From an optimization exercise on the open Yosys and OpenROAD flow, aimed at small area and a short achievable clock period; shortcuts taken in it are not production practice.
In this exercise RTL edits were held to simulation tests only and were not proved equivalent to the original.

==> flow/design.v, too long to show whole: its modules and the start of the top module <==
// module mesh_ctrl: 74 lines
// module pd_counter: 20 lines
// module phase_detector: 66 lines
// module loop_filter: 124 lines
// module mesh_node: 43 lines
// module nco: 62 lines
// module err_sum3: 179 lines
// module err_sum2: 104 lines
// module p_mul11: 230 lines
// module i_mul11: 309 lines
// module p_mul10: 214 lines
// module i_mul10: 293 lines
// module adpll_mesh_top: 113 lines
module adpll_mesh_top
(
    input  wire                          clk258_x,
    input  wire                          rst_n_i,
    input  wire                          cfg_req_i,
    input  wire                          cfg_we_i,
    input  wire [4-1:0]  cfg_addr_i,
    input  wire [16-1:0]  cfg_wdata_i,
    output logic                         cfg_ack_o,
    output logic [16-1:0] cfg_rdata_o,
    input  wire                          ref_i,      
    output logic [3:0]                   gen_o,      
    output logic [3:0]                   div8_o
);
  // ...
==> flow/flow/run.sh <==
#!/bin/bash
# Standard layout, with timing repair aimed below the clock period: the repair
# steps (floorplan, CTS, global route) keep working on every path slower than
# the clock period less SETUP_SLACK_MARGIN. The constraints are unchanged.
set -euo pipefail
bash standard.sh SETUP_SLACK_MARGIN=8.5 finish > standard_flow.log 2>&1
==> flow/standard.sh <==
#!/bin/bash
# synth_recipe.tcl (not shown) runs the flow's synth.tcl, then flattens the netlist and writes it again
# the make line also repeats each setting of config.mk as NAME=value (left out here)
make -C /OpenROAD-flow-scripts/flow DESIGN_CONFIG=/design/flow/config.mk WORK_HOME=/design/flow/orfs CLKGATE_MAP_FILE= SYNTH_SCRIPT=/design/flow/synth_recipe.tcl "${@:-finish}"
==> flow/config.mk <==
export PLATFORM = sky130hd
export DESIGN_NAME = adpll_mesh_top
export DESIGN_NICKNAME = adpll_mesh_top
export VERILOG_FILES = /design/flow/design.v
export SDC_FILE = /design/flow/constraint.sdc
export NUM_CORES = 4
export LEC_CHECK = 0
export CAP_MARGIN = 20
export CORE_MARGIN = 2
export CORE_UTILIZATION = 40
export SLEW_MARGIN = 20
==> flow/constraint.sdc <==
create_clock -name core_clock -period 15.0 [get_ports {clk258_x}]
set_input_delay 3.0000 -clock core_clock [delete_from_list [all_inputs] [get_ports {clk258_x}]]
set_output_delay 3.0000 -clock core_clock [all_outputs]
set_load 0.01 [all_outputs]
==> flow_metrics.py, run 1 <==
metrics = {
    "final_layout": {
        "layout_commonest_cell": "nand2_1",
        "fin_area_mm2": 0.0702,
        "layout-drive-gt1-share": 0.121,
        "syn_to_final_growth_pct": 11.8,
        "finalNetCount": 8313,
    },
    "drt": {
        "routed-wl-met2_mm": 92.0,
        "ant_nets": 0,
        "wl_met1_mm": 86.2,
        "drc": 0,
        "dr_wl_met3_mm": 14.4,
    },
    "critical_path": {
        "crit_type": "flop to flop",
        "crit_end": "u_node_11.u_nco.acc_q[14]$_DFFE_PN0P_",
        "path_buf_inv": 10,
        "regToRegEndpoint": "u_node_11.u_nco.acc_q[14]$_DFFE_PN0P_",
        "r2r-start": "u_node_11.u_filter.ph_b_q[0]$_DFF_P_",
        "path_common_cell": "buf_6",
    },
    "synth": {
        "yosysMostFrequentCell": "a21oi_1",
        "yosysUniqueCellTypes": 91,
        "synth_simple_gate_area_frac": 0.132,
        "netlist.area_leader.share": 0.161,
    },
    "placed_design": {
        "dp_hpwl_mm": 143,
        "portBuffers": 49,
    },
    "hold_path": {
        "hp-start": "u_node_12.u_filter.integ_q[18]$_DFFE_PN0P_",
    },
    "floorplanning": {
        "initial_utilization": 0.403,
        "die-area_mm2": 0.160,
    },
    "clock_network": {
        "cts_hold_buffers": 0,
        "cts_root_buf": "clkbuf_16",
        "worstSkewPairLatency_ns": 0.71,
    },
    "outcome": {
        "status": "finished clean",
    },
    "global_routing": {
        "grt_max_degree": 159,
        "grtUsageMet3": 0.0369,
        "grt.met1_usage": 0.325,
    },
    "timing": {
        "max_freq_ghz": 0.149,
        "finClkSkew_ns": 0.0321,
        "tns_ns": 0,
        "slew_violations": 0,
    },
}
==> module phase_detector, before the edit <==
module phase_detector
(
    input  wire                      clk258_x,
    input  wire                      rst_n_i,
    input  wire                      enable_i,
    input  wire                      ref_rise_i,
    input  wire                      fb_rise_i,
    input  wire [7:0]                cnt_i,
    output adpll_sig_pkg::pdet_err_t err_o,
    output logic [6:0]               err3_o,      
    output logic [6:0]               err3n_o      
);
    localparam logic [6:0] ERR3N_ZERO = 7'b1111101;     
    logic             ref_seen_q;     
    logic signed [4:0] lag;           
    logic signed [6:0] lag3;
    logic signed [6:0] lag3n;
    always_comb
    begin
        if (!ref_seen_q)
            lag = 5'b10000;                                      
        else if (cnt_i < 8'd16 || (cnt_i >= 8'd112 && cnt_i < 8'd144))
            lag = cnt_i[4:0];
        else if (cnt_i >= 8'd64 && cnt_i < 8'd112)
            lag = 5'b10000;
        else
            lag = 5'b01111;
        lag3  = 7'sd3 * lag;
        lag3n = 7'sd3 * $signed(~lag);
    end
    always_ff @(posedge clk258_x or negedge rst_n_i)
    begin
        if (!rst_n_i)
        begin
            ref_seen_q <= 1'b0;
            err_o      <= '0;
            err3_o     <= '0;
            err3n_o    <= ERR3N_ZERO;
        end
        else if (!enable_i)
        begin
            ref_seen_q <= 1'b0;
            err_o      <= '0;
            err3_o     <= '0;
            err3n_o    <= ERR3N_ZERO;
        end
        else if (fb_rise_i)
        begin
            ref_seen_q <= 1'b0;
            if (ref_rise_i)
            begin
                err_o   <= '0;
                err3_o  <= '0;
                err3n_o <= ERR3N_ZERO;
            end
            else
            begin
                err_o   <= lag;
                err3_o  <= lag3;
                err3n_o <= lag3n;
            end
        end
        else if (ref_rise_i)
            ref_seen_q <= 1'b1;
    end
endmodule
==> module loop_filter, before the edit <==
module loop_filter #(
    parameter int SW = 11       
)
(
    input  wire                           clk258_x,
    input  wire                           rst_n_i,
    input  wire                           enable_i,
    input  wire                           strobe_i,
    input  wire [SW-1:0]                  err_sum_i,
    input  wire adpll_cfg_pkg::gain_t     gains_i,
    output adpll_sig_pkg::nco_ctrl_t      ctrl_o       
);
    localparam logic signed [20-1:0] INT_MAX =
        {1'b0, {(20-1){1'b1}}};
    localparam logic signed [20-1:0] INT_MIN =
        {1'b1, {(20-1){1'b0}}};
    localparam adpll_sig_pkg::nco_ctrl_t CTRL_MAX = {1'b0, {(12-1){1'b1}}};
    localparam adpll_sig_pkg::nco_ctrl_t CTRL_MIN = {1'b1, {(12-1){1'b0}}};
    logic [13:0]                        ph_a, ph_b, xh_a, xh_b;
    logic                               c6, c7;
    logic [6:0]                         x_lo;
    logic [13:0]                        ph_a_q, ph_b_q, xh_a_q, xh_b_q;
    logic                               c6_q, c7_q;
    logic [6:0]                         x_lo_q;
    logic                               pend_q;      
    logic signed [20-1:0] integ_q;
    logic signed [20-1:0] integ_nxt;
    logic signed [13:0]                 xh;
    logic signed [13:0]                 zn;          
    logic signed [13:0]                 p6;
    logic signed [13:0]                 p6m1;        
    logic                               ovf_hi;
    logic                               ovf_lo;
    adpll_sig_pkg::nco_ctrl_t           ctrl_n;
    adpll_sig_pkg::nco_ctrl_t           ctrl_h;
    adpll_sig_pkg::nco_ctrl_t           ctrl_l;
    adpll_sig_pkg::nco_ctrl_t           ctrl_q;
    adpll_sig_pkg::nco_ctrl_t           ctrl_nxt;
    generate
        if (SW == 11) begin : g_mul11
            p_mul11 u_p (.k (gains_i.kp), .s (err_sum_i),
                         .ph_a_o (ph_a), .ph_b_o (ph_b), .c6_o (c6));
            i_mul11 u_i (.k (gains_i.ki), .s (err_sum_i), .integ (integ_q),
                         .xh_a_o (xh_a), .xh_b_o (xh_b), .c7_o (c7), .x_lo_o (x_lo));
        end else begin : g_mul10
            p_mul10 u_p (.k (gains_i.kp), .s (err_sum_i),
                         .ph_a_o (ph_a), .ph_b_o (ph_b), .c6_o (c6));
            i_mul10 u_i (.k (gains_i.ki), .s (err_sum_i), .integ (integ_q),
                         .xh_a_o (xh_a), .xh_b_o (xh_b), .c7_o (c7), .x_lo_o (x_lo));
        end
    endgenerate
    always_comb
    begin
        xh     = xh_a_q + xh_b_q + 14'(c7_q);
        ovf_hi = (xh[13:12] == 2'b01);
        ovf_lo = (xh[13:12] == 2'b10);
        if (ovf_hi)
            integ_nxt = INT_MAX;
        else if (ovf_lo)
            integ_nxt = INT_MIN;
        else
            integ_nxt = {xh[12:0], x_lo_q};
        zn = ph_a_q + ph_b_q + xh_a_q + xh_b_q + 14'(c6_q) + 14'(c7_q);
        if (zn > 14'sd2047)
            ctrl_n = CTRL_MAX;
        else if (zn < -14'sd2048)
            ctrl_n = CTRL_MIN;
        else
            ctrl_n = zn[12-1:0];
        p6     = ph_a_q + ph_b_q + 14'(c6_q);
        p6m1   = ph_a_q + ph_b_q + {14{~c6_q}};
        ctrl_h = CTRL_MAX;
        ctrl_l = CTRL_MIN;
        if (SW > 10)
        begin
            if (p6 < -14'sd2048)
                ctrl_h = p6m1[12-1:0];
            if (p6 > 14'sd2047)
                ctrl_l = p6[12-1:0];
        end
        if (ovf_hi)
            ctrl_nxt = ctrl_h;
        else if (ovf_lo)
            ctrl_nxt = ctrl_l;
        else
            ctrl_nxt = ctrl_n;
    end
    assign ctrl_o = pend_q ? ctrl_nxt : ctrl_q;
    always_ff @(posedge clk258_x)
    begin
        ph_a_q <= ph_a;
        ph_b_q <= ph_b;
        c6_q   <= c6;
        xh_a_q <= xh_a;
        xh_b_q <= xh_b;
        c7_q   <= c7;
        x_lo_q <= x_lo;
    end
    always_ff @(posedge clk258_x or negedge rst_n_i)
    begin
        if (!rst_n_i)
            pend_q <= 1'b0;
        else
            pend_q <= strobe_i & enable_i;
    end
    always_ff @(posedge clk258_x or negedge rst_n_i)
    begin
        if (!rst_n_i)
        begin
            integ_q <= '0;
            ctrl_q  <= '0;
        end
        else if (!enable_i)
        begin
            integ_q <= '0;
            ctrl_q  <= '0;
        end
        else if (pend_q)
        begin
            integ_q <= integ_nxt;
            ctrl_q  <= ctrl_nxt;
        end
    end
endmodule
==> module mesh_node, before the edit <==
module mesh_node #(
    parameter int SW = 11
)
(
    input  wire                       clk258_x,
    input  wire                       rst_n_i,
    input  wire                       enable_i,
    input  wire [SW-1:0]              err_sum_i,
    input  wire adpll_cfg_pkg::gain_t gains_i,
    output logic                      gen_o,
    output logic                      div8_o,
    output logic                      fb_rise_o
);
    logic                     strobe_q;     
    adpll_sig_pkg::nco_ctrl_t ctrl;
    always_ff @(posedge clk258_x or negedge rst_n_i)
    begin
        if (!rst_n_i)
            strobe_q <= 1'b0;
        else if (!enable_i)
            strobe_q <= 1'b0;
        else
            strobe_q <= fb_rise_o;
    end
    loop_filter #(.SW(SW)) u_filter (
        .clk258_x  (clk258_x),
        .rst_n_i   (rst_n_i),
        .enable_i  (enable_i),
        .strobe_i  (strobe_q),
        .err_sum_i (err_sum_i),
        .gains_i   (gains_i),
        .ctrl_o    (ctrl)
    );
    nco u_nco (
        .clk258_x  (clk258_x),
        .rst_n_i   (rst_n_i),
        .enable_i  (enable_i),
        .ctrl_i    (ctrl),
        .gen_o     (gen_o),
        .div8_o    (div8_o),
        .fb_rise_o (fb_rise_o)
    );
endmodule
==> module nco, before the edit <==
module nco
(
    input  wire                           clk258_x,
    input  wire                           rst_n_i,
    input  wire                           enable_i,
    input  wire adpll_sig_pkg::nco_ctrl_t ctrl_i,
    output logic                          gen_o,
    output logic                          div8_o,
    output logic                          fb_rise_o    
);
    localparam logic signed [16:0] BIAS = 4096;
    logic signed [16:0]   freq;
    logic        [16-1:0] acc_q;
    logic                               gen_q;
    logic                               div8_q;
    logic        [1:0]                  edge_cnt_q;
    assign freq      = BIAS + ctrl_i;
    logic [12:0] acc_lo;
    logic [3:0]  acc_hi;
    assign acc_lo = {1'b0, acc_q[11:0]} + {1'b0, ctrl_i[11:0]};
    always_comb
    begin
        case ({~ctrl_i[11], acc_lo[12]})
            2'b00:   acc_hi = acc_q[15:12];
            2'b11:   acc_hi = acc_q[15:12] + 4'd2;
            default: acc_hi = acc_q[15:12] + 4'd1;
        endcase
    end
    assign gen_o     = acc_q[16-1];     
    assign fb_rise_o = div8_o & ~div8_q;
    always_ff @(posedge clk258_x or negedge rst_n_i)
    begin
        if (!rst_n_i)
        begin
            acc_q      <= '0;
            gen_q      <= 1'b0;
            edge_cnt_q <= '0;
            div8_o     <= 1'b0;
            div8_q     <= 1'b0;
        end
        else if (!enable_i)
        begin
            acc_q      <= '0;
            gen_q      <= 1'b0;
            edge_cnt_q <= '0;
            div8_o     <= 1'b0;
            div8_q     <= 1'b0;
        end
        else
        begin
            acc_q  <= {acc_hi, acc_lo[11:0]};
            gen_q  <= gen_o;
            div8_q <= div8_o;
            if (gen_o && !gen_q)
            begin
                edge_cnt_q <= edge_cnt_q + 2'd1;
                if (edge_cnt_q == 2'd3)
                    div8_o <= ~div8_o;     
            end
        end
    end
endmodule
==> module err_sum2, before the edit <==
module err_sum2
(
    input  wire [3:0] w0,
    input  wire [4:0] e0,
    input  wire [6:0] t0,
    input  wire [3:0] w1,
    input  wire [4:0] e1,
    input  wire [6:0] t1,
    output logic [9:0] s_o
);
    wire d00_1 = w0[0] & ~w0[1];
    wire d00_2 = ~w0[0] & w0[1];
    wire d00_3 = w0[0] & w0[1];
    wire r00_0 = (d00_1 & e0[0]) | (d00_2 & 1'b0) | (d00_3 & t0[0]);
    wire r00_1 = (d00_1 & e0[1]) | (d00_2 & e0[0]) | (d00_3 & t0[1]);
    wire r00_2 = (d00_1 & e0[2]) | (d00_2 & e0[1]) | (d00_3 & t0[2]);
    wire r00_3 = (d00_1 & e0[3]) | (d00_2 & e0[2]) | (d00_3 & t0[3]);
    wire r00_4 = (d00_1 & e0[4]) | (d00_2 & e0[3]) | (d00_3 & t0[4]);
    wire r00_5 = (d00_1 & e0[4]) | (d00_2 & e0[4]) | (d00_3 & t0[5]);
    wire r00_6 = (d00_1 & e0[4]) | (d00_2 & e0[4]) | (d00_3 & t0[6]);
    wire d01_1 = w0[2] & ~w0[3];
    wire d01_2 = ~w0[2] & w0[3];
    wire d01_3 = w0[2] & w0[3];
    wire r01_0 = (d01_1 & e0[0]) | (d01_2 & 1'b0) | (d01_3 & t0[0]);
    wire r01_1 = (d01_1 & e0[1]) | (d01_2 & e0[0]) | (d01_3 & t0[1]);
    wire r01_2 = (d01_1 & e0[2]) | (d01_2 & e0[1]) | (d01_3 & t0[2]);
    wire r01_3 = (d01_1 & e0[3]) | (d01_2 & e0[2]) | (d01_3 & t0[3]);
    wire r01_4 = (d01_1 & e0[4]) | (d01_2 & e0[3]) | (d01_3 & t0[4]);
    wire r01_5 = (d01_1 & e0[4]) | (d01_2 & e0[4]) | (d01_3 & t0[5]);
    wire r01_6 = (d01_1 & e0[4]) | (d01_2 & e0[4]) | (d01_3 & t0[6]);
    wire d10_1 = w1[0] & ~w1[1];
    wire d10_2 = ~w1[0] & w1[1];
    wire d10_3 = w1[0] & w1[1];
    wire r10_0 = (d10_1 & e1[0]) | (d10_2 & 1'b0) | (d10_3 & t1[0]);
    wire r10_1 = (d10_1 & e1[1]) | (d10_2 & e1[0]) | (d10_3 & t1[1]);
    wire r10_2 = (d10_1 & e1[2]) | (d10_2 & e1[1]) | (d10_3 & t1[2]);
    wire r10_3 = (d10_1 & e1[3]) | (d10_2 & e1[2]) | (d10_3 & t1[3]);
    wire r10_4 = (d10_1 & e1[4]) | (d10_2 & e1[3]) | (d10_3 & t1[4]);
    wire r10_5 = (d10_1 & e1[4]) | (d10_2 & e1[4]) | (d10_3 & t1[5]);
    wire r10_6 = (d10_1 & e1[4]) | (d10_2 & e1[4]) | (d10_3 & t1[6]);
    wire d11_1 = w1[2] & ~w1[3];
    wire d11_2 = ~w1[2] & w1[3];
    wire d11_3 = w1[2] & w1[3];
    wire r11_0 = (d11_1 & e1[0]) | (d11_2 & 1'b0) | (d11_3 & t1[0]);
    wire r11_1 = (d11_1 & e1[1]) | (d11_2 & e1[0]) | (d11_3 & t1[1]);
    wire r11_2 = (d11_1 & e1[2]) | (d11_2 & e1[1]) | (d11_3 & t1[2]);
    wire r11_3 = (d11_1 & e1[3]) | (d11_2 & e1[2]) | (d11_3 & t1[3]);
    wire r11_4 = (d11_1 & e1[4]) | (d11_2 & e1[3]) | (d11_3 & t1[4]);
    wire r11_5 = (d11_1 & e1[4]) | (d11_2 & e1[4]) | (d11_3 & t1[5]);
    wire r11_6 = (d11_1 & e1[4]) | (d11_2 & e1[4]) | (d11_3 & t1[6]);
    logic s_t1;
    logic s_t2;
    assign s_t1 = (r00_2) ^ (r01_0);
    assign s_t2 = (r00_2) & (r01_0);
    logic s_t3;
    logic s_t4;
    assign s_t3 = (r00_3) ^ (r01_1) ^ (r10_3);
    assign s_t4 = ((r00_3) & (r01_1)) | ((r00_3) & (r10_3)) | ((r01_1) & (r10_3));
    logic s_t5;
    logic s_t6;
    assign s_t5 = (r00_4) ^ (r01_2) ^ (r10_4);
    assign s_t6 = ((r00_4) & (r01_2)) | ((r00_4) & (r10_4)) | ((r01_2) & (r10_4));
    logic s_t7;
    logic s_t8;
    assign s_t7 = (r00_5) ^ (r01_3) ^ (r10_5);
    assign s_t8 = ((r00_5) & (r01_3)) | ((r00_5) & (r10_5)) | ((r01_3) & (r10_5));
    logic s_t9;
    logic s_t10;
    assign s_t9 = ~(r00_6) ^ (r01_4) ^ ~(r10_6);
    assign s_t10 = (~(r00_6) & (r01_4)) | (~(r00_6) & ~(r10_6)) | ((r01_4) & ~(r10_6));
    logic s_t11;
    logic s_t12;
    assign s_t11 = (r01_5) ^ (r11_5);
    assign s_t12 = (r01_5) & (r11_5);
    logic s_t13;
    logic s_t14;
    assign s_t13 = (r10_2) ^ (r11_0);
    assign s_t14 = (r10_2) & (r11_0);
    logic s_t15;
    logic s_t16;
    assign s_t15 = (r11_1) ^ s_t2 ^ s_t3;
    assign s_t16 = ((r11_1) & s_t2) | ((r11_1) & s_t3) | (s_t2 & s_t3);
    logic s_t17;
    logic s_t18;
    assign s_t17 = (r11_2) ^ s_t4 ^ s_t5;
    assign s_t18 = ((r11_2) & s_t4) | ((r11_2) & s_t5) | (s_t4 & s_t5);
    logic s_t19;
    logic s_t20;
    assign s_t19 = (r11_3) ^ s_t6 ^ s_t7;
    assign s_t20 = ((r11_3) & s_t6) | ((r11_3) & s_t7) | (s_t6 & s_t7);
    logic s_t21;
    logic s_t22;
    assign s_t21 = (r11_4) ^ s_t8 ^ s_t9;
    assign s_t22 = ((r11_4) & s_t8) | ((r11_4) & s_t9) | (s_t8 & s_t9);
    logic s_t23;
    logic s_t24;
    assign s_t23 = 1'b1 ^ s_t10 ^ s_t11;
    assign s_t24 = (1'b1 & s_t10) | (1'b1 & s_t11) | (s_t10 & s_t11);
    logic s_t25;
    logic s_t26;
    assign s_t25 = ~(r11_6) ^ (r01_6) ^ s_t12;
    assign s_t26 = (~(r11_6) & (r01_6)) | (~(r11_6) & s_t12) | ((r01_6) & s_t12);
    assign s_o = {~(r01_6), s_t24, s_t22, s_t20, s_t18, s_t16, s_t14, s_t1, (r00_1), (r00_0)} + {s_t26, s_t25, s_t23, s_t21, s_t19, s_t17, s_t15, s_t13, (r10_1), (r10_0)};
endmodule
==> module adpll_mesh_top, before the edit <==
module adpll_mesh_top
(
    input  wire                          clk258_x,
    input  wire                          rst_n_i,
    input  wire                          cfg_req_i,
    input  wire                          cfg_we_i,
    input  wire [4-1:0]  cfg_addr_i,
    input  wire [16-1:0]  cfg_wdata_i,
    output logic                         cfg_ack_o,
    output logic [16-1:0] cfg_rdata_o,
    input  wire                          ref_i,      
    output logic [3:0]                   gen_o,      
    output logic [3:0]                   div8_o
);
    adpll_cfg_pkg::gain_t     gains;
    adpll_cfg_pkg::weight_t   w11;
    adpll_cfg_pkg::weight_t   w12;
    adpll_cfg_pkg::weight_t   w21;
    adpll_cfg_pkg::weight_t   w22;
    logic                     enable;
    logic [3:0]               fb_rise;
    logic                     ref_q;
    logic                     ref_rise;
    logic [7:0]               cnt_ref;      
    logic [7:0]               cnt_11;       
    logic [7:0]               cnt_12;
    logic [7:0]               cnt_21;
    adpll_sig_pkg::pdet_err_t e11_left;
    logic [6:0]               e11_left3;
    logic [6:0]               e11_left3n;
    adpll_sig_pkg::pdet_err_t e12_left;
    logic [6:0]               e12_left3;
    logic [6:0]               e12_left3n;
    adpll_sig_pkg::pdet_err_t e21_above;
    logic [6:0]               e21_above3;
    logic [6:0]               e21_above3n;
    adpll_sig_pkg::pdet_err_t e22_left;
    logic [6:0]               e22_left3;
    logic [6:0]               e22_left3n;
    adpll_sig_pkg::pdet_err_t e22_above;
    logic [6:0]               e22_above3;
    logic [6:0]               e22_above3n;
    logic [10:0]              s11;
    logic [9:0]               s12;
    logic [9:0]               s21;
    logic [9:0]               s22;
    mesh_ctrl u_ctrl (
        .clk258_x     (clk258_x),
        .rst_n_i      (rst_n_i),
        .cfg_req_i    (cfg_req_i),
        .cfg_we_i     (cfg_we_i),
        .cfg_addr_i   (cfg_addr_i),
        .cfg_wdata_i  (cfg_wdata_i),
        .cfg_ack_o    (cfg_ack_o),
        .cfg_rdata_o  (cfg_rdata_o),
        .gains_o      (gains),
        .weights_11_o (w11),
        .weights_12_o (w12),
        .weights_21_o (w21),
        .weights_22_o (w22),
        .enable_o     (enable)
    );
    always_ff @(posedge clk258_x or negedge rst_n_i)
    begin
        if (!rst_n_i)
            ref_q <= 1'b0;
        else if (!enable)
            ref_q <= 1'b0;
        else
            ref_q <= ref_i;
    end
    assign ref_rise = ref_i & ~ref_q;
    pd_counter u_cnt_ref (.clk258_x (clk258_x), .rst_n_i (rst_n_i), .enable_i (enable),
                          .ref_rise_i (ref_rise),   .cnt_o (cnt_ref));
    pd_counter u_cnt_11  (.clk258_x (clk258_x), .rst_n_i (rst_n_i), .enable_i (enable),
                          .ref_rise_i (fb_rise[0]), .cnt_o (cnt_11));
    pd_counter u_cnt_12  (.clk258_x (clk258_x), .rst_n_i (rst_n_i), .enable_i (enable),
                          .ref_rise_i (fb_rise[1]), .cnt_o (cnt_12));
    pd_counter u_cnt_21  (.clk258_x (clk258_x), .rst_n_i (rst_n_i), .enable_i (enable),
                          .ref_rise_i (fb_rise[2]), .cnt_o (cnt_21));
    phase_detector u_pd_11_left (.clk258_x (clk258_x), .rst_n_i (rst_n_i), .enable_i (enable),
        .ref_rise_i (ref_rise),   .fb_rise_i (fb_rise[0]), .cnt_i (cnt_ref), .err_o (e11_left),
        .err3_o (e11_left3), .err3n_o (e11_left3n));
    phase_detector u_pd_12_left (.clk258_x (clk258_x), .rst_n_i (rst_n_i), .enable_i (enable),
        .ref_rise_i (fb_rise[0]), .fb_rise_i (fb_rise[1]), .cnt_i (cnt_11),  .err_o (e12_left),
        .err3_o (e12_left3), .err3n_o (e12_left3n));
    phase_detector u_pd_21_above (.clk258_x (clk258_x), .rst_n_i (rst_n_i), .enable_i (enable),
        .ref_rise_i (fb_rise[0]), .fb_rise_i (fb_rise[2]), .cnt_i (cnt_11),  .err_o (e21_above),
        .err3_o (e21_above3), .err3n_o (e21_above3n));
    phase_detector u_pd_22_left (.clk258_x (clk258_x), .rst_n_i (rst_n_i), .enable_i (enable),
        .ref_rise_i (fb_rise[2]), .fb_rise_i (fb_rise[3]), .cnt_i (cnt_21),  .err_o (e22_left),
        .err3_o (e22_left3), .err3n_o (e22_left3n));
    phase_detector u_pd_22_above (.clk258_x (clk258_x), .rst_n_i (rst_n_i), .enable_i (enable),
        .ref_rise_i (fb_rise[1]), .fb_rise_i (fb_rise[3]), .cnt_i (cnt_12),  .err_o (e22_above),
        .err3_o (e22_above3), .err3n_o (e22_above3n));
    err_sum3 u_sum_11 (.w0 (w11.left),  .e0 (e11_left),   .t0 (e11_left3),
                       .w1 (w11.right), .e1 (~e12_left),  .t1 (e12_left3n),
                       .w2 (w11.below), .e2 (~e21_above), .t2 (e21_above3n), .s_o (s11));
    err_sum2 u_sum_12 (.w0 (w12.left),  .e0 (e12_left),   .t0 (e12_left3),
                       .w1 (w12.below), .e1 (~e22_above), .t1 (e22_above3n), .s_o (s12));
    err_sum2 u_sum_21 (.w0 (w21.above), .e0 (e21_above),  .t0 (e21_above3),
                       .w1 (w21.right), .e1 (~e22_left),  .t1 (e22_left3n),  .s_o (s21));
    err_sum2 u_sum_22 (.w0 (w22.left),  .e0 (e22_left),   .t0 (e22_left3),
                       .w1 (w22.above), .e1 (e22_above),  .t1 (e22_above3),  .s_o (s22));
    mesh_node #(.SW(11)) u_node_11 (.clk258_x (clk258_x), .rst_n_i (rst_n_i), .enable_i (enable),
        .err_sum_i (s11), .gains_i (gains), .gen_o (gen_o[0]), .div8_o (div8_o[0]), .fb_rise_o (fb_rise[0]));
    mesh_node #(.SW(10)) u_node_12 (.clk258_x (clk258_x), .rst_n_i (rst_n_i), .enable_i (enable),
        .err_sum_i (s12), .gains_i (gains), .gen_o (gen_o[1]), .div8_o (div8_o[1]), .fb_rise_o (fb_rise[1]));
    mesh_node #(.SW(10)) u_node_21 (.clk258_x (clk258_x), .rst_n_i (rst_n_i), .enable_i (enable),
        .err_sum_i (s21), .gains_i (gains), .gen_o (gen_o[2]), .div8_o (div8_o[2]), .fb_rise_o (fb_rise[2]));
    mesh_node #(.SW(10)) u_node_22 (.clk258_x (clk258_x), .rst_n_i (rst_n_i), .enable_i (enable),
        .err_sum_i (s22), .gains_i (gains), .gen_o (gen_o[3]), .div8_o (div8_o[3]), .fb_rise_o (fb_rise[3]));
endmodule
==> run 2: changes to the inputs <==
--- a/flow/design.v
+++ b/flow/design.v
@@ -121,7 +121,9 @@
             cnt_o <= cnt_o + 8'd1;     
     end
 endmodule
-module phase_detector
+module phase_detector #(
+    parameter bit PLUS2 = 1'b0
+)
 (
     input  wire                      clk258_x,
     input  wire                      rst_n_i,
@@ -130,14 +132,12 @@
     input  wire                      fb_rise_i,
     input  wire [7:0]                cnt_i,
     output adpll_sig_pkg::pdet_err_t err_o,
-    output logic [6:0]               err3_o,      
-    output logic [6:0]               err3n_o      
+    output logic [6:0]               err3_o       
 );
-    localparam logic [6:0] ERR3N_ZERO = 7'b1111101;     
+    localparam logic [6:0] ERR3_ZERO = PLUS2 ? 7'd2 : 7'd0;
     logic             ref_seen_q;     
     logic signed [4:0] lag;           
     logic signed [6:0] lag3;
-    logic signed [6:0] lag3n;
     always_comb
     begin
         if (!ref_seen_q)
@@ -148,8 +148,7 @@
             lag = 5'b10000;
         else
             lag = 5'b01111;
-        lag3  = 7'sd3 * lag;
-        lag3n = 7'sd3 * $signed(~lag);
+        lag3 = 7'sd3 * lag + $signed(ERR3_ZERO);
     end
     always_ff @(posedge clk258_x or negedge rst_n_i)
     begin
@@ -157,30 +156,26 @@
         begin
             ref_seen_q <= 1'b0;
             err_o      <= '0;
-            err3_o     <= '0;
-            err3n_o    <= ERR3N_ZERO;
+            err3_o     <= ERR3_ZERO;
         end
         else if (!enable_i)
         begin
             ref_seen_q <= 1'b0;
             err_o      <= '0;
-            err3_o     <= '0;
-            err3n_o    <= ERR3N_ZERO;
+            err3_o     <= ERR3_ZERO;
         end
         else if (fb_rise_i)
         begin
             ref_seen_q <= 1'b0;
             if (ref_rise_i)
             begin
-                err_o   <= '0;
-                err3_o  <= '0;
-                err3n_o <= ERR3N_ZERO;
+                err_o  <= '0;
+                err3_o <= ERR3_ZERO;
             end
             else
             begin
-                err_o   <= lag;
-                err3_o  <= lag3;
-                err3n_o <= lag3n;
+                err_o  <= lag;
+                err3_o <= lag3;
             end
         end
         else if (ref_rise_i)
@@ -200,7 +195,9 @@
     input  wire                           strobe_i,
     input  wire [SW-1:0]                  err_sum_i,
     input  wire adpll_cfg_pkg::gain_t     gains_i,
-    output adpll_sig_pkg::nco_ctrl_t      ctrl_o       
+    input  wire [11:0]                    acc_lo_i,    
+    output logic [12:0]                   lo_sum_o,    
+    output logic                          ctrl_msb_o   
 );
     localparam logic signed [20-1:0] INT_MAX =
         {1'b0, {(20-1){1'b1}}};
@@ -219,15 +216,19 @@
     logic signed [20-1:0] integ_nxt;
     logic signed [13:0]                 xh;
     logic signed [13:0]                 zn;          
-    logic signed [13:0]                 p6;
-    logic signed [13:0]                 p6m1;        
     logic                               ovf_hi;
     logic                               ovf_lo;
     adpll_sig_pkg::nco_ctrl_t           ctrl_n;
-    adpll_sig_pkg::nco_ctrl_t           ctrl_h;
-    adpll_sig_pkg::nco_ctrl_t           ctrl_l;
     adpll_sig_pkg::nco_ctrl_t           ctrl_q;
     adpll_sig_pkg::nco_ctrl_t           ctrl_nxt;
+    adpll_sig_pkg::nco_ctrl_t           ctrl_g;      
+    logic                               zn_hi;
+    logic                               zn_lo;
+    logic                               sel_max;
+    logic                               sel_min;
+    logic [12:0]                        l_max;
+    logic [12:0]                        l_min;
+    logic [12:0]                        l_g;
     generate
         if (SW == 11) begin : g_mul11
             p_mul11 u_p (.k (gains_i.kp), .s (err_sum_i),
@@ -252,32 +253,46 @@
             integ_nxt = INT_MIN;
         else
             integ_nxt = {xh[12:0], x_lo_q};
-        zn = ph_a_q + ph_b_q + xh_a_q + xh_b_q + 14'(c6_q) + 14'(c7_q);
-        if (zn > 14'sd2047)
+        zn    = ph_a_q + ph_b_q + xh_a_q + xh_b_q + 14'(c6_q) + 14'(c7_q);
+        zn_hi = (zn > 14'sd2047);
+        zn_lo = (zn < -14'sd2048);
+        if (zn_hi)
             ctrl_n = CTRL_MAX;
-        else if (zn < -14'sd2048)
+        else if (zn_lo)
             ctrl_n = CTRL_MIN;
         else
             ctrl_n = zn[12-1:0];
-        p6     = ph_a_q + ph_b_q + 14'(c6_q);
-        p6m1   = ph_a_q + ph_b_q + {14{~c6_q}};
-        ctrl_h = CTRL_MAX;
-        ctrl_l = CTRL_MIN;
-        if (SW > 10)
-        begin
-            if (p6 < -14'sd2048)
-                ctrl_h = p6m1[12-1:0];
-            if (p6 > 14'sd2047)
-                ctrl_l = p6[12-1:0];
-        end
         if (ovf_hi)
-            ctrl_nxt = ctrl_h;
+            ctrl_nxt = CTRL_MAX;
         else if (ovf_lo)
-            ctrl_nxt = ctrl_l;
+            ctrl_nxt = CTRL_MIN;
         else
             ctrl_nxt = ctrl_n;
     end
-    assign ctrl_o = pend_q ? ctrl_nxt : ctrl_q;
+    always_comb
+    begin
+        ctrl_g  = pend_q ? zn[12-1:0] : ctrl_q;
+        sel_max = pend_q & (ovf_hi | (~ovf_lo & zn_hi));
+        sel_min = pend_q & (ovf_lo | (~ovf_hi & zn_lo));
+        l_g     = {1'b0, acc_lo_i} + {1'b0, ctrl_g};
+        l_max   = {1'b0, acc_lo_i} + {1'b0, CTRL_MAX};
+        l_min   = {1'b0, acc_lo_i} + {1'b0, CTRL_MIN};
+        if (sel_max)
+        begin
+            lo_sum_o   = l_max;
+            ctrl_msb_o = 1'b0;
+        end
+        else if (sel_min)
+        begin
+            lo_sum_o   = l_min;
+            ctrl_msb_o = 1'b1;
+        end
+        else
+        begin
+            lo_sum_o   = l_g;
+            ctrl_msb_o = ctrl_g[12-1];
+        end
+    end
     always_ff @(posedge clk258_x)
     begin
         ph_a_q <= ph_a;
@@ -328,7 +343,9 @@
     output logic                      fb_rise_o
 );
     logic                     strobe_q;     
-    adpll_sig_pkg::nco_ctrl_t ctrl;
+    logic [11:0]              acc_lo;
+    logic [12:0]              lo_sum;
+    logic                     ctrl_msb;
     always_ff @(posedge clk258_x or negedge rst_n_i)
     begin
         if (!rst_n_i)
@@ -344,14 +361,18 @@
         .enable_i  (enable_i),
         .strobe_i  (strobe_q),
         .err_sum_i (err_sum_i),
-        .gains_i   (gains_i),
-        .ctrl_o    (ctrl)
+        .gains_i    (gains_i),
+        .acc_lo_i   (acc_lo),
+        .lo_sum_o   (lo_sum),
+        .ctrl_msb_o (ctrl_msb)
     );
     nco u_nco (
         .clk258_x  (clk258_x),
         .rst_n_i   (rst_n_i),
         .enable_i  (enable_i),
-        .ctrl_i    (ctrl),
+        .lo_sum_i   (lo_sum),
+        .ctrl_msb_i (ctrl_msb),
+        .acc_lo_o   (acc_lo),
         .gen_o     (gen_o),
         .div8_o    (div8_o),
         .fb_rise_o (fb_rise_o)
@@ -365,24 +386,22 @@
     input  wire                           clk258_x,
     input  wire                           rst_n_i,
     input  wire                           enable_i,
-    input  wire adpll_sig_pkg::nco_ctrl_t ctrl_i,
+    input  wire [12:0]                    lo_sum_i,    
+    input  wire                           ctrl_msb_i,  
+    output logic [11:0]                   acc_lo_o,
     output logic                          gen_o,
     output logic                          div8_o,
     output logic                          fb_rise_o    
 );
-    localparam logic signed [16:0] BIAS = 4096;
-    logic signed [16:0]   freq;
     logic        [16-1:0] acc_q;
     logic                               gen_q;
     logic                               div8_q;
     logic        [1:0]                  edge_cnt_q;
-    assign freq      = BIAS + ctrl_i;
-    logic [12:0] acc_lo;
     logic [3:0]  acc_hi;
-    assign acc_lo = {1'b0, acc_q[11:0]} + {1'b0, ctrl_i[11:0]};
+    assign acc_lo_o = acc_q[11:0];
     always_comb
     begin
-        case ({~ctrl_i[11], acc_lo[12]})
+        case ({~ctrl_msb_i, lo_sum_i[12]})
             2'b00:   acc_hi = acc_q[15:12];
             2'b11:   acc_hi = acc_q[15:12] + 4'd2;
             default: acc_hi = acc_q[15:12] + 4'd1;
@@ -410,7 +429,7 @@
         end
         else
         begin
-            acc_q  <= {acc_hi, acc_lo[11:0]};
+            acc_q  <= {acc_hi, lo_sum_i[11:0]};
             gen_q  <= gen_o;
             div8_q <= div8_o;
             if (gen_o && !gen_q)
@@ -659,53 +678,233 @@
     assign s_t2 = (r00_2) & (r01_0);
     logic s_t3;
     logic s_t4;
+    assign s_t3 = (r00_3) ^ (r01_1) ^ ~(d01_3);
+    assign s_t4 = ((r00_3) & (r01_1)) | ((r00_3) & ~(d01_3)) | ((r01_1) & ~(d01_3));
+    logic s_t5;
+    logic s_t6;
+    assign s_t5 = (r10_3) ^ (r11_1);
+    assign s_t6 = (r10_3) & (r11_1);
+    logic s_t7;
+    logic s_t8;
+    assign s_t7 = (r00_4) ^ (r01_2) ^ (r10_4);
+    assign s_t8 = ((r00_4) & (r01_2)) | ((r00_4) & (r10_4)) | ((r01_2) & (r10_4));
+    logic s_t9;
+    logic s_t10;
+    assign s_t9 = (r11_2) ^ 1'b1;
+    assign s_t10 = (r11_2) & 1'b1;
+    logic s_t11;
+    logic s_t12;
+    assign s_t11 = (r00_5) ^ (r01_3) ^ (r10_5);
+    assign s_t12 = ((r00_5) & (r01_3)) | ((r00_5) & (r10_5)) | ((r01_3) & (r10_5));
+    logic s_t13;
+    logic s_t14;
+    assign s_t13 = (r11_3) ^ 1'b1;
+    assign s_t14 = (r11_3) & 1'b1;
+    logic s_t15;
+    logic s_t16;
+    assign s_t15 = (r01_4) ^ ~(r10_6) ^ (r11_4);
+    assign s_t16 = ((r01_4) & ~(r10_6)) | ((r01_4) & (r11_4)) | (~(r10_6) & (r11_4));
+    logic s_t17;
+    logic s_t18;
+    assign s_t17 = (r10_2) ^ (r11_0);
+    assign s_t18 = (r10_2) & (r11_0);
+    logic s_t19;
+    logic s_t20;
+    assign s_t19 = ~(d00_3) ^ s_t2 ^ s_t3;
+    assign s_t20 = (~(d00_3) & s_t2) | (~(d00_3) & s_t3) | (s_t2 & s_t3);
+    logic s_t21;
+    logic s_t22;
+    assign s_t21 = s_t4 ^ s_t6 ^ s_t7;
+    assign s_t22 = (s_t4 & s_t6) | (s_t4 & s_t7) | (s_t6 & s_t7);
+    logic s_t23;
+    logic s_t24;
+    assign s_t23 = s_t8 ^ s_t10 ^ s_t11;
+    assign s_t24 = (s_t8 & s_t10) | (s_t8 & s_t11) | (s_t10 & s_t11);
+    logic s_t25;
+    logic s_t26;
+    assign s_t25 = (r00_6) ^ s_t12 ^ s_t14;
+    assign s_t26 = ((r00_6) & s_t12) | ((r00_6) & s_t14) | (s_t12 & s_t14);
+    logic s_t27;
+    logic s_t28;
+    assign s_t27 = (r01_5) ^ (r11_5) ^ ~(r00_6);
+    assign s_t28 = ((r01_5) & (r11_5)) | ((r01_5) & ~(r00_6)) | ((r11_5) & ~(r00_6));
+    logic s_t29;
+    logic s_t30;
+    assign s_t29 = (r00_1) ^ (r10_1);
+    assign s_t30 = (r00_1) & (r10_1);
+    logic s_t31;
+    logic s_t32;
+    assign s_t31 = (d00_3) ^ s_t1 ^ s_t17;
+    assign s_t32 = ((d00_3) & s_t1) | ((d00_3) & s_t17) | (s_t1 & s_t17);
+    logic s_t33;
+    logic s_t34;
+    assign s_t33 = s_t5 ^ s_t18 ^ s_t19;
+    assign s_t34 = (s_t5 & s_t18) | (s_t5 & s_t19) | (s_t18 & s_t19);
+    logic s_t35;
+    logic s_t36;
+    assign s_t35 = s_t9 ^ s_t20 ^ s_t21;
+    assign s_t36 = (s_t9 & s_t20) | (s_t9 & s_t21) | (s_t20 & s_t21);
+    logic s_t37;
+    logic s_t38;
+    assign s_t37 = s_t13 ^ s_t22 ^ s_t23;
+    assign s_t38 = (s_t13 & s_t22) | (s_t13 & s_t23) | (s_t22 & s_t23);
+    logic s_t39;
+    logic s_t40;
+    assign s_t39 = s_t15 ^ s_t24 ^ s_t25;
+    assign s_t40 = (s_t15 & s_t24) | (s_t15 & s_t25) | (s_t24 & s_t25);
+    logic s_t41;
+    logic s_t42;
+    assign s_t41 = s_t16 ^ s_t26 ^ s_t27;
+    assign s_t42 = (s_t16 & s_t26) | (s_t16 & s_t27) | (s_t26 & s_t27);
+    logic s_t43;
+    logic s_t44;
+    assign s_t43 = ~(r11_6) ^ (r01_6) ^ s_t28;
+    assign s_t44 = (~(r11_6) & (r01_6)) | (~(r11_6) & s_t28) | ((r01_6) & s_t28);
+    assign s_o = {~(r01_6), s_t42, s_t40, s_t38, s_t36, s_t34, s_t32, s_t30, (d00_3), (r00_0)} + {s_t44, s_t43, s_t41, s_t39, s_t37, s_t35, s_t33, s_t31, s_t29, (r10_0)};
+endmodule
+module err_sum2o
+(
+    input  wire [3:0] w0,
+    input  wire [4:0] e0,
+    input  wire [6:0] t0,
+    input  wire [3:0] w1,
+    input  wire [4:0] e1,
+    input  wire [6:0] t1,
+    output logic [9:0] s_o
+);
+    wire d00_1 = w0[0] & ~w0[1];
+    wire d00_2 = ~w0[0] & w0[1];
+    wire d00_3 = w0[0] & w0[1];
+    wire r00_0 = (d00_1 & e0[0]) | (d00_2 & 1'b0) | (d00_3 & t0[0]);
+    wire r00_1 = (d00_1 & e0[1]) | (d00_2 & e0[0]) | (d00_3 & t0[1]);
+    wire r00_2 = (d00_1 & e0[2]) | (d00_2 & e0[1]) | (d00_3 & t0[2]);
+    wire r00_3 = (d00_1 & e0[3]) | (d00_2 & e0[2]) | (d00_3 & t0[3]);
+    wire r00_4 = (d00_1 & e0[4]) | (d00_2 & e0[3]) | (d00_3 & t0[4]);
+    wire r00_5 = (d00_1 & e0[4]) | (d00_2 & e0[4]) | (d00_3 & t0[5]);
+    wire r00_6 = (d00_1 & e0[4]) | (d00_2 & e0[4]) | (d00_3 & t0[6]);
+    wire d01_1 = w0[2] & ~w0[3];
+    wire d01_2 = ~w0[2] & w0[3];
+    wire d01_3 = w0[2] & w0[3];
+    wire r01_0 = (d01_1 & e0[0]) | (d01_2 & 1'b0) | (d01_3 & t0[0]);
+    wire r01_1 = (d01_1 & e0[1]) | (d01_2 & e0[0]) | (d01_3 & t0[1]);
+    wire r01_2 = (d01_1 & e0[2]) | (d01_2 & e0[1]) | (d01_3 & t0[2]);
+    wire r01_3 = (d01_1 & e0[3]) | (d01_2 & e0[2]) | (d01_3 & t0[3]);
+    wire r01_4 = (d01_1 & e0[4]) | (d01_2 & e0[3]) | (d01_3 & t0[4]);
+    wire r01_5 = (d01_1 & e0[4]) | (d01_2 & e0[4]) | (d01_3 & t0[5]);
+    wire r01_6 = (d01_1 & e0[4]) | (d01_2 & e0[4]) | (d01_3 & t0[6]);
+    wire d10_1 = w1[0] & ~w1[1];
+    wire d10_2 = ~w1[0] & w1[1];
+    wire d10_3 = w1[0] & w1[1];
+    wire r10_0 = (d10_1 & e1[0]) | (d10_2 & 1'b0) | (d10_3 & t1[0]);
+    wire r10_1 = (d10_1 & e1[1]) | (d10_2 & e1[0]) | (d10_3 & t1[1]);
+    wire r10_2 = (d10_1 & e1[2]) | (d10_2 & e1[1]) | (d10_3 & t1[2]);
+    wire r10_3 = (d10_1 & e1[3]) | (d10_2 & e1[2]) | (d10_3 & t1[3]);
+    wire r10_4 = (d10_1 & e1[4]) | (d10_2 & e1[3]) | (d10_3 & t1[4]);
+    wire r10_5 = (d10_1 & e1[4]) | (d10_2 & e1[4]) | (d10_3 & t1[5]);
+    wire r10_6 = (d10_1 & e1[4]) | (d10_2 & e1[4]) | (d10_3 & t1[6]);
+    wire d11_1 = w1[2] & ~w1[3];
+    wire d11_2 = ~w1[2] & w1[3];
+    wire d11_3 = w1[2] & w1[3];
+    wire r11_0 = (d11_1 & e1[0]) | (d11_2 & 1'b0) | (d11_3 & t1[0]);
+    wire r11_1 = (d11_1 & e1[1]) | (d11_2 & e1[0]) | (d11_3 & t1[1]);
+    wire r11_2 = (d11_1 & e1[2]) | (d11_2 & e1[1]) | (d11_3 & t1[2]);
+    wire r11_3 = (d11_1 & e1[3]) | (d11_2 & e1[2]) | (d11_3 & t1[3]);
+    wire r11_4 = (d11_1 & e1[4]) | (d11_2 & e1[3]) | (d11_3 & t1[4]);
+    wire r11_5 = (d11_1 & e1[4]) | (d11_2 & e1[4]) | (d11_3 & t1[5]);
+    wire r11_6 = (d11_1 & e1[4]) | (d11_2 & e1[4]) | (d11_3 & t1[6]);
+    logic s_t1;
+    logic s_t2;
+    assign s_t1 = (r00_2) ^ (r01_0);
+    assign s_t2 = (r00_2) & (r01_0);
+    logic s_t3;
+    logic s_t4;
     assign s_t3 = (r00_3) ^ (r01_1) ^ (r10_3);
     assign s_t4 = ((r00_3) & (r01_1)) | ((r00_3) & (r10_3)) | ((r01_1) & (r10_3));
     logic s_t5;
     logic s_t6;
-    assign s_t5 = (r00_4) ^ (r01_2) ^ (r10_4);
-    assign s_t6 = ((r00_4) & (r01_2)) | ((r00_4) & (r10_4)) | ((r01_2) & (r10_4));
+    assign s_t5 = (r11_1) ^ ~(d11_3);
+    assign s_t6 = (r11_1) & ~(d11_3);
     logic s_t7;
     logic s_t8;
-    assign s_t7 = (r00_5) ^ (r01_3) ^ (r10_5);
-    assign s_t8 = ((r00_5) & (r01_3)) | ((r00_5) & (r10_5)) | ((r01_3) & (r10_5));
+    assign s_t7 = (r00_4) ^ (r01_2) ^ (r10_4);
+    assign s_t8 = ((r00_4) & (r01_2)) | ((r00_4) & (r10_4)) | ((r01_2) & (r10_4));
     logic s_t9;
     logic s_t10;
-    assign s_t9 = ~(r00_6) ^ (r01_4) ^ ~(r10_6);
-    assign s_t10 = (~(r00_6) & (r01_4)) | (~(r00_6) & ~(r10_6)) | ((r01_4) & ~(r10_6));
+    assign s_t9 = (r11_2) ^ ~(d01_3);
+    assign s_t10 = (r11_2) & ~(d01_3);
     logic s_t11;
     logic s_t12;
-    assign s_t11 = (r01_5) ^ (r11_5);
-    assign s_t12 = (r01_5) & (r11_5);
+    assign s_t11 = (r00_5) ^ (r01_3) ^ (r10_5);
+    assign s_t12 = ((r00_5) & (r01_3)) | ((r00_5) & (r10_5)) | ((r01_3) & (r10_5));
     logic s_t13;
     logic s_t14;
-    assign s_t13 = (r10_2) ^ (r11_0);
-    assign s_t14 = (r10_2) & (r11_0);
+    assign s_t13 = (r11_3) ^ 1'b1;
+    assign s_t14 = (r11_3) & 1'b1;
     logic s_t15;
     logic s_t16;
-    assign s_t15 = (r11_1) ^ s_t2 ^ s_t3;
-    assign s_t16 = ((r11_1) & s_t2) | ((r11_1) & s_t3) | (s_t2 & s_t3);
+    assign s_t15 = (r01_4) ^ ~(r10_6) ^ (r11_4);
+    assign s_t16 = ((r01_4) & ~(r10_6)) | ((r01_4) & (r11_4)) | (~(r10_6) & (r11_4));
     logic s_t17;
     logic s_t18;
-    assign s_t17 = (r11_2) ^ s_t4 ^ s_t5;
-    assign s_t18 = ((r11_2) & s_t4) | ((r11_2) & s_t5) | (s_t4 & s_t5);
+    assign s_t17 = (r00_1) ^ ~(d00_3);
+    assign s_t18 = (r00_1) & ~(d00_3);
     logic s_t19;
     logic s_t20;
-    assign s_t19 = (r11_3) ^ s_t6 ^ s_t7;
-    assign s_t20 = ((r11_3) & s_t6) | ((r11_3) & s_t7) | (s_t6 & s_t7);
+    assign s_t19 = (r10_2) ^ (r11_0) ^ 1'b1;
+    assign s_t20 = ((r10_2) & (r11_0)) | ((r10_2) & 1'b1) | ((r11_0) & 1'b1);
     logic s_t21;
     logic s_t22;
-    assign s_t21 = (r11_4) ^ s_t8 ^ s_t9;
-    assign s_t22 = ((r11_4) & s_t8) | ((r11_4) & s_t9) | (s_t8 & s_t9);
+    assign s_t21 = (d01_3) ^ s_t2 ^ s_t3;
+    assign s_t22 = ((d01_3) & s_t2) | ((d01_3) & s_t3) | (s_t2 & s_t3);
     logic s_t23;
     logic s_t24;
-    assign s_t23 = 1'b1 ^ s_t10 ^ s_t11;
-    assign s_t24 = (1'b1 & s_t10) | (1'b1 & s_t11) | (s_t10 & s_t11);
+    assign s_t23 = s_t4 ^ s_t6 ^ s_t7;
+    assign s_t24 = (s_t4 & s_t6) | (s_t4 & s_t7) | (s_t6 & s_t7);
     logic s_t25;
     logic s_t26;
-    assign s_t25 = ~(r11_6) ^ (r01_6) ^ s_t12;
-    assign s_t26 = (~(r11_6) & (r01_6)) | (~(r11_6) & s_t12) | ((r01_6) & s_t12);
-    assign s_o = {~(r01_6), s_t24, s_t22, s_t20, s_t18, s_t16, s_t14, s_t1, (r00_1), (r00_0)} + {s_t26, s_t25, s_t23, s_t21, s_t19, s_t17, s_t15, s_t13, (r10_1), (r10_0)};
+    assign s_t25 = s_t8 ^ s_t10 ^ s_t11;
+    assign s_t26 = (s_t8 & s_t10) | (s_t8 & s_t11) | (s_t10 & s_t11);
+    logic s_t27;
+    logic s_t28;
+    assign s_t27 = (r00_6) ^ s_t12 ^ s_t14;
+    assign s_t28 = ((r00_6) & s_t12) | ((r00_6) & s_t14) | (s_t12 & s_t14);
+    logic s_t29;
+    logic s_t30;
+    assign s_t29 = (r01_5) ^ (r11_5) ^ ~(r00_6);
+    assign s_t30 = ((r01_5) & (r11_5)) | ((r01_5) & ~(r00_6)) | ((r11_5) & ~(r00_6));
+    logic s_t31;
+    logic s_t32;
+    assign s_t31 = (r10_1) ^ ~(d10_3);
+    assign s_t32 = (r10_1) & ~(d10_3);
+    logic s_t33;
+    logic s_t34;
+    assign s_t33 = s_t1 ^ s_t18 ^ s_t19;
+    assign s_t34 = (s_t1 & s_t18) | (s_t1 & s_t19) | (s_t18 & s_t19);
+    logic s_t35;
+    logic s_t36;
+    assign s_t35 = s_t5 ^ s_t20 ^ s_t21;
+    assign s_t36 = (s_t5 & s_t20) | (s_t5 & s_t21) | (s_t20 & s_t21);
+    logic s_t37;
+    logic s_t38;
+    assign s_t37 = s_t9 ^ s_t22 ^ s_t23;
+    assign s_t38 = (s_t9 & s_t22) | (s_t9 & s_t23) | (s_t22 & s_t23);
+    logic s_t39;
+    logic s_t40;
+    assign s_t39 = s_t13 ^ s_t24 ^ s_t25;
+    assign s_t40 = (s_t13 & s_t24) | (s_t13 & s_t25) | (s_t24 & s_t25);
+    logic s_t41;
+    logic s_t42;
+    assign s_t41 = s_t15 ^ s_t26 ^ s_t27;
+    assign s_t42 = (s_t15 & s_t26) | (s_t15 & s_t27) | (s_t26 & s_t27);
+    logic s_t43;
+    logic s_t44;
+    assign s_t43 = s_t16 ^ s_t28 ^ s_t29;
+    assign s_t44 = (s_t16 & s_t28) | (s_t16 & s_t29) | (s_t28 & s_t29);
+    logic s_t45;
+    logic s_t46;
+    assign s_t45 = ~(r11_6) ^ (r01_6) ^ s_t30;
+    assign s_t46 = (~(r11_6) & (r01_6)) | (~(r11_6) & s_t30) | ((r01_6) & s_t30);
+    assign s_o = {~(r01_6), s_t44, s_t42, s_t40, s_t38, s_t36, s_t34, s_t32, s_t17, (r00_0)} + {s_t46, s_t45, s_t43, s_t41, s_t39, s_t37, s_t35, s_t33, s_t31, (r10_0)};
 endmodule
 module p_mul11
 (
@@ -1785,19 +1984,14 @@
     logic [7:0]               cnt_21;
     adpll_sig_pkg::pdet_err_t e11_left;
     logic [6:0]               e11_left3;
-    logic [6:0]               e11_left3n;
     adpll_sig_pkg::pdet_err_t e12_left;
     logic [6:0]               e12_left3;
-    logic [6:0]               e12_left3n;
     adpll_sig_pkg::pdet_err_t e21_above;
     logic [6:0]               e21_above3;
-    logic [6:0]               e21_above3n;
     adpll_sig_pkg::pdet_err_t e22_left;
     logic [6:0]               e22_left3;
-    logic [6:0]               e22_left3n;
     adpll_sig_pkg::pdet_err_t e22_above;
     logic [6:0]               e22_above3;
-    logic [6:0]               e22_above3n;
     logic [10:0]              s11;
     logic [9:0]               s12;
     logic [9:0]               s21;
@@ -1838,28 +2032,28 @@
                           .ref_rise_i (fb_rise[2]), .cnt_o (cnt_21));
     phase_detector u_pd_11_left (.clk258_x (clk258_x), .rst_n_i (rst_n_i), .enable_i (enable),
         .ref_rise_i (ref_rise),   .fb_rise_i (fb_rise[0]), .cnt_i (cnt_ref), .err_o (e11_left),
-        .err3_o (e11_left3), .err3n_o (e11_left3n));
-    phase_detector u_pd_12_left (.clk258_x (clk258_x), .rst_n_i (rst_n_i), .enable_i (enable),
+        .err3_o (e11_left3));
+    phase_detector #(.PLUS2(1'b1)) u_pd_12_left (.clk258_x (clk258_x), .rst_n_i (rst_n_i), .enable_i (enable),
         .ref_rise_i (fb_rise[0]), .fb_rise_i (fb_rise[1]), .cnt_i (cnt_11),  .err_o (e12_left),
-        .err3_o (e12_left3), .err3n_o (e12_left3n));
-    phase_detector u_pd_21_above (.clk258_x (clk258_x), .rst_n_i (rst_n_i), .enable_i (enable),
+        .err3_o (e12_left3));
+    phase_detector #(.PLUS2(1'b1)) u_pd_21_above (.clk258_x (clk258_x), .rst_n_i (rst_n_i), .enable_i (enable),
         .ref_rise_i (fb_rise[0]), .fb_rise_i (fb_rise[2]), .cnt_i (cnt_11),  .err_o (e21_above),
-        .err3_o (e21_above3), .err3n_o (e21_above3n));
-    phase_detector u_pd_22_left (.clk258_x (clk258_x), .rst_n_i (rst_n_i), .enable_i (enable),
+        .err3_o (e21_above3));
+    phase_detector #(.PLUS2(1'b1)) u_pd_22_left (.clk258_x (clk258_x), .rst_n_i (rst_n_i), .enable_i (enable),
         .ref_rise_i (fb_rise[2]), .fb_rise_i (fb_rise[3]), .cnt_i (cnt_21),  .err_o (e22_left),
-        .err3_o (e22_left3), .err3n_o (e22_left3n));
-    phase_detector u_pd_22_above (.clk258_x (clk258_x), .rst_n_i (rst_n_i), .enable_i (enable),
+        .err3_o (e22_left3));
+    phase_detector #(.PLUS2(1'b1)) u_pd_22_above (.clk258_x (clk258_x), .rst_n_i (rst_n_i), .enable_i (enable),
         .ref_rise_i (fb_rise[1]), .fb_rise_i (fb_rise[3]), .cnt_i (cnt_12),  .err_o (e22_above),
-        .err3_o (e22_above3), .err3n_o (e22_above3n));
-    err_sum3 u_sum_11 (.w0 (w11.left),  .e0 (e11_left),   .t0 (e11_left3),
-                       .w1 (w11.right), .e1 (~e12_left),  .t1 (e12_left3n),
-                       .w2 (w11.below), .e2 (~e21_above), .t2 (e21_above3n), .s_o (s11));
-    err_sum2 u_sum_12 (.w0 (w12.left),  .e0 (e12_left),   .t0 (e12_left3),
-                       .w1 (w12.below), .e1 (~e22_above), .t1 (e22_above3n), .s_o (s12));
-    err_sum2 u_sum_21 (.w0 (w21.above), .e0 (e21_above),  .t0 (e21_above3),
-                       .w1 (w21.right), .e1 (~e22_left),  .t1 (e22_left3n),  .s_o (s21));
-    err_sum2 u_sum_22 (.w0 (w22.left),  .e0 (e22_left),   .t0 (e22_left3),
-                       .w1 (w22.above), .e1 (e22_above),  .t1 (e22_above3),  .s_o (s22));
+        .err3_o (e22_above3));
+    err_sum3  u_sum_11 (.w0 (w11.left),  .e0 (e11_left),   .t0 (e11_left3),
+                        .w1 (w11.right), .e1 (~e12_left),  .t1 (~e12_left3),
+                        .w2 (w11.below), .e2 (~e21_above), .t2 (~e21_above3), .s_o (s11));
+    err_sum2  u_sum_12 (.w0 (w12.left),  .e0 (e12_left),   .t0 (e12_left3),
+                        .w1 (w12.below), .e1 (~e22_above), .t1 (~e22_above3), .s_o (s12));
+    err_sum2  u_sum_21 (.w0 (w21.above), .e0 (e21_above),  .t0 (e21_above3),
+                        .w1 (w21.right), .e1 (~e22_left),  .t1 (~e22_left3),  .s_o (s21));
+    err_sum2o u_sum_22 (.w0 (w22.left),  .e0 (e22_left),   .t0 (e22_left3),
+                        .w1 (w22.above), .e1 (e22_above),  .t1 (e22_above3),  .s_o (s22));
     mesh_node #(.SW(11)) u_node_11 (.clk258_x (clk258_x), .rst_n_i (rst_n_i), .enable_i (enable),
         .err_sum_i (s11), .gains_i (gains), .gen_o (gen_o[0]), .div8_o (div8_o[0]), .fb_rise_o (fb_rise[0]));
     mesh_node #(.SW(10)) u_node_12 (.clk258_x (clk258_x), .rst_n_i (rst_n_i), .enable_i (enable),
==> flow_metrics.py, run 2 <==
metrics = {
    "global_routing": {
        "grt_pass1_vias": 53213,
        "grtUsageMet3": 0.0371,
        "grt.met1_usage": 0.334,
        "grt_most_used_layer": "met2",
        "grt_use_met2": 0.387,
        "antenna_found_initial": 2,
        "track_usage": 0.243,
        "grt-ovfl-total": 0,
        "grt_first_pass_wirelength_mm": 313,
        "grt_max_degree": 144,
    },
    "drt": {
        "ant_nets": 0,
        "vias": 55642,
        "routed_wirelength_mm": 202,
        "wire_per_inst_um": 21.3,
        "first_pass_iters": 9,
        "via_per_inst": 5.88,
        "drc": 0,
        "drt_iter0_drc": 5316,
    },
    "critical_path": {
        "r2r.worst_path.cells": 22,
        "path_cells": "nor2b_4 -> a22oi_2 -> fa_1 -> inv_1 -> fa_1 -> inv_1 -> fa_1 -> inv_1 -> ha_4 -> inv_1 -> o21bai_1 -> a21oi_2 -> o21bai_1 -> a21oi_2 -> buf_4 -> mux2i_4 -> buf_4 -> nor2_2 -> nand2_1 -> o221ai_1 -> fa_1 -> fa_1",
        "path_buf_inv": 6,
        "critPathMaxStageDelay_ns": 0.66,
        "start_kind": "flop",
        "critPathMaxFanout": 19,
        "end_kind": "flop",
        "crit_type": "flop to flop",
        "worst-path-stages": 22,
        "cp.required_ns": 15.59,
        "critPathSlowestCell": "nor2_2",
        "critPathTopFamily": "adder cells",
        "arrival_ns": 7.12,
        "path_common_cell": "fa_1",
    },
    "floorplanning": {
        "die_width_um": 401,
        "coreArea_mm2": 0.157,
        "die_h_um": 401,
        "die-area_mm2": 0.161,
        "rows": 145,
        "ios": 50,
        "initial_utilization": 0.403,
    },
    "timing": {
        "slew_violations": 0,
        "grt_setup_unrepaired": "true",
        "tns_ns": 0,
        "period_share": 0.436,
        "hold_viol": 0,
        "finClkSkew_ns": 0.0445,
        "worst_slew_pin_slew_ns": 1.20,
        "setup_violations": 0,
        "slew_headroom": 0.190,
        "period_minus_slack_ns": 6.53,
        "hold_slack_ns": 0.377,
        "max_freq_ghz": 0.153,
    },
    "synth": {
        "yosys.area.top_type": "dfrtp_1",
        "synth-seq-cells": 654,
        "synthArstFlopShare": 0.636,
        "syn_area_mm2": 0.0632,
        "synth-edff-count": 0,
        "yosysMostFrequentCell": "a21oi_1",
        "syn-mean-instance-area_um2": 8.35,
        "synth_flop_cell": "dfrtp_1",
        "netlist.area_leader.share": 0.160,
        "ys_top_cells_by_area": "dfrtp_1 16%, fa_1 14%, ha_1 7.8%, dfxtp_1 7.5%, a21oi_1 6.4%",
        "yosysWarnings": 10,
        "synthesis.nets": 8441,
        "netlist_instances": 7565,
        "synthTopCellsByCount": "802 x a21oi_1, 723 x inv_1, 601 x nand2_1",
        "ys_seq_area_frac": 0.241,
        "yosysUniqueCellTypes": 100,
    },
    "clock_network": {
        "worstSkewPairLatency_ns": 0.72,
        "cts_made_buffers": 82,
        "cts_tree": "built",
        "clkTransAtPathRegs_ns": 0.06,
        "cts_buffer_depth": 3,
        "cts_root_buf": "clkbuf_16",
        "htree_levels": 3,
        "cts_hold_buffers": 0,
        "cts_num_sinks": 654,
    },
    "outcome": {
        "status": "finished clean",
    },
    "job": {
        "maxCapViolations": 0,
    },
    "hold_path": {
        "whs_path_depth": 0,
        "worstHoldPathType": "flop to flop",
    },
    "final_layout": {
        "finalNetCount": 8214,
        "syn_to_final_growth_pct": 10.6,
        "layout_common_cells": "780 x a21oi_1, 715 x inv_1, 599 x nand2_1",
        "layout-drive-gt1-share": 0.105,
        "layout_commonest_cell": "a21oi_1",
    },
    "placed_design": {
        "portBuffers": 49,
        "gp_congestion": 0.926,
        "dp_hpwl_mm": 141,
    },
}
[run 2: cell count changes after synthesis, moves of 23 or more]
cell | previous run | this run
a21oi_1 | 779 | 802
a22o_1 | 67 | 91
a22oi_1 | 48 | 100
a311oi_1 | 2 | 28
fa_1 | 433 | 457
ha_1 | 439 | 394
maj3_1 | 94 | 33
mux2_2 | 129 | 162
mux2i_1 | 42 | 94
nand2_1 | 767 | 601
nor2_1 | 542 | 508
nor3_1 | 88 | 150
or3_1 | 22 | 45
xor2_1 | 103 | 78
[run 2: layout make-up]
cell class	instances	area [µm²]
Fill cell	15089	86700
Multi-Input combinational cell	5591	43900
Sequential cell	654	15300
Inverter	730	2750
Tap cell	2058	2570
Timing Repair Buffer	279	2490
Clock buffer	119	2460
Clock inverter	35	469
Antenna cell	1	2.50
[run 2: final timing paths]
path	start	to	slack, ns
max	u_ctrl.weights_22_o[13]$_DFFE_PN1P_	u_node_22.u_filter.ph_b_q[8]$_DFF_P_	8.47
min	u_node_21.u_filter.integ_q[18]$_DFFE_PN0P_	u_node_21.u_filter.xh_b_q[12]$_DFF_P_	0.38
max reg2reg	u_ctrl.weights_22_o[13]$_DFFE_PN1P_	u_node_22.u_filter.ph_b_q[8]$_DFF_P_	8.47
min reg2reg	u_node_21.u_filter.integ_q[18]$_DFFE_PN0P_	u_node_21.u_filter.xh_b_q[12]$_DFF_P_	0.38
max in group asynchronous	rst_n_i	u_node_12.u_nco.edge_cnt_q[1]$_DFFE_PN0P_	10.25
min in group asynchronous	rst_n_i	u_node_21.u_nco.acc_q[10]$_DFFE_PN0P_	2.21
[run 2: routing by layer]
metal	routed length, µm	vias to the layer above
li1	-	25949
met2	91400	2103
met1	88700	27218
met5	11	-
met3	14100	370
met4	7550	2
[run 2: repair_timing]
action	CTS	global route
buffers inserted	38	38
endpoints found under the setup margin	150	121
gates cloned	6	12
resized for setup	58	116
pin swaps	16	36
[run 2: worst register-to-register path, cell delays in order (launching register included)]
cell,delay [ns]
dfstp_2,0.60
nor2b_4,0.22
a22oi_2,0.11
fa_1,0.55
inv_1,0.05
fa_1,0.51
inv_1,0.06
fa_1,0.48
inv_1,0.07
ha_4,0.30
inv_1,0.07
o21bai_1,0.22
a21oi_2,0.10
o21bai_1,0.23
a21oi_2,0.10
buf_4,0.15
mux2i_4,0.21
buf_4,0.16
nor2_2,0.66
nand2_1,0.18
o221ai_1,0.46
fa_1,0.50
fa_1,0.43
[run 2: stage by stage]
| stage | utilization | cells | worst slack, ns | area, µm² |
|---|---|---|---|---|
| 5_1_grt | 0.446 | 9466 | 8.32 | 69900 |
| 6_report | 0.446 | 9467 | 8.47 | 69900 |
| 3_3_place_gp | 0.418 | 9218 | 7.59 | 65400 |
| 4_1_cts | 0.440 | 9416 | 8.49 | 68900 |
| 3_5_place_dp | 0.418 | 9218 | 7.54 | 65400 |
| 2_1_floorplan | - | 7565 | 8.51 | 63200 |
[run 2: cell families (layout without fill, tap and decap cells)]
| kind of cell | Yosys count | count (layout) | synth area share |
|---|---|---|---|
| muxes | 258 | 258 | 0.0442 |
| DFF | 654 | 654 | 0.241 |
| AOI/OAI and AO/OA | 2412 | 2412 | 0.242 |
| adders and majority gates | 884 | 884 | 0.228 |
| buffers and inverters | 1326 | 1163 | 0.0799 |
| xor gates and xnor gates | 287 | 289 | 0.0398 |
| other | 0 | 1 | 0 |
| and+or+nand+nor | 1744 | 1748 | 0.125 |

==> re-timing with driven ports <==
In the flow no input, the clock included, has a driving cell. The finished layouts below were timed again as built, in two steps.
Step 1 (the two cells are an assumption about what drives the block):
set clk [get_ports {clk258_x}]
set_driving_cell -lib_cell sky130_fd_sc_hd__clkbuf_16 $clk
set_driving_cell -lib_cell sky130_fd_sc_hd__buf_2 [delete_from_list [all_inputs] $clk]
Step 2 adds t to the input delays and takes it off the output delays; t is the mean of the earliest and latest rising clock arrival at the registers after step 1. Input paths then give back, and output paths get back, about the clock's delay inside the block.
Slacks: ideal / step 1 / step 2; pairs: ideal / step 1.
run	t, ns	slack for setup (ns)	hold WS [ns]
run 1	0.770	8.308 / 8.308 / 8.308	0.393 / 0.393 / 0.393
run 2	0.779	8.467 / 8.467 / 8.467	0.377 / 0.377 / 0.377
After both steps every run listed still meets setup and hold.
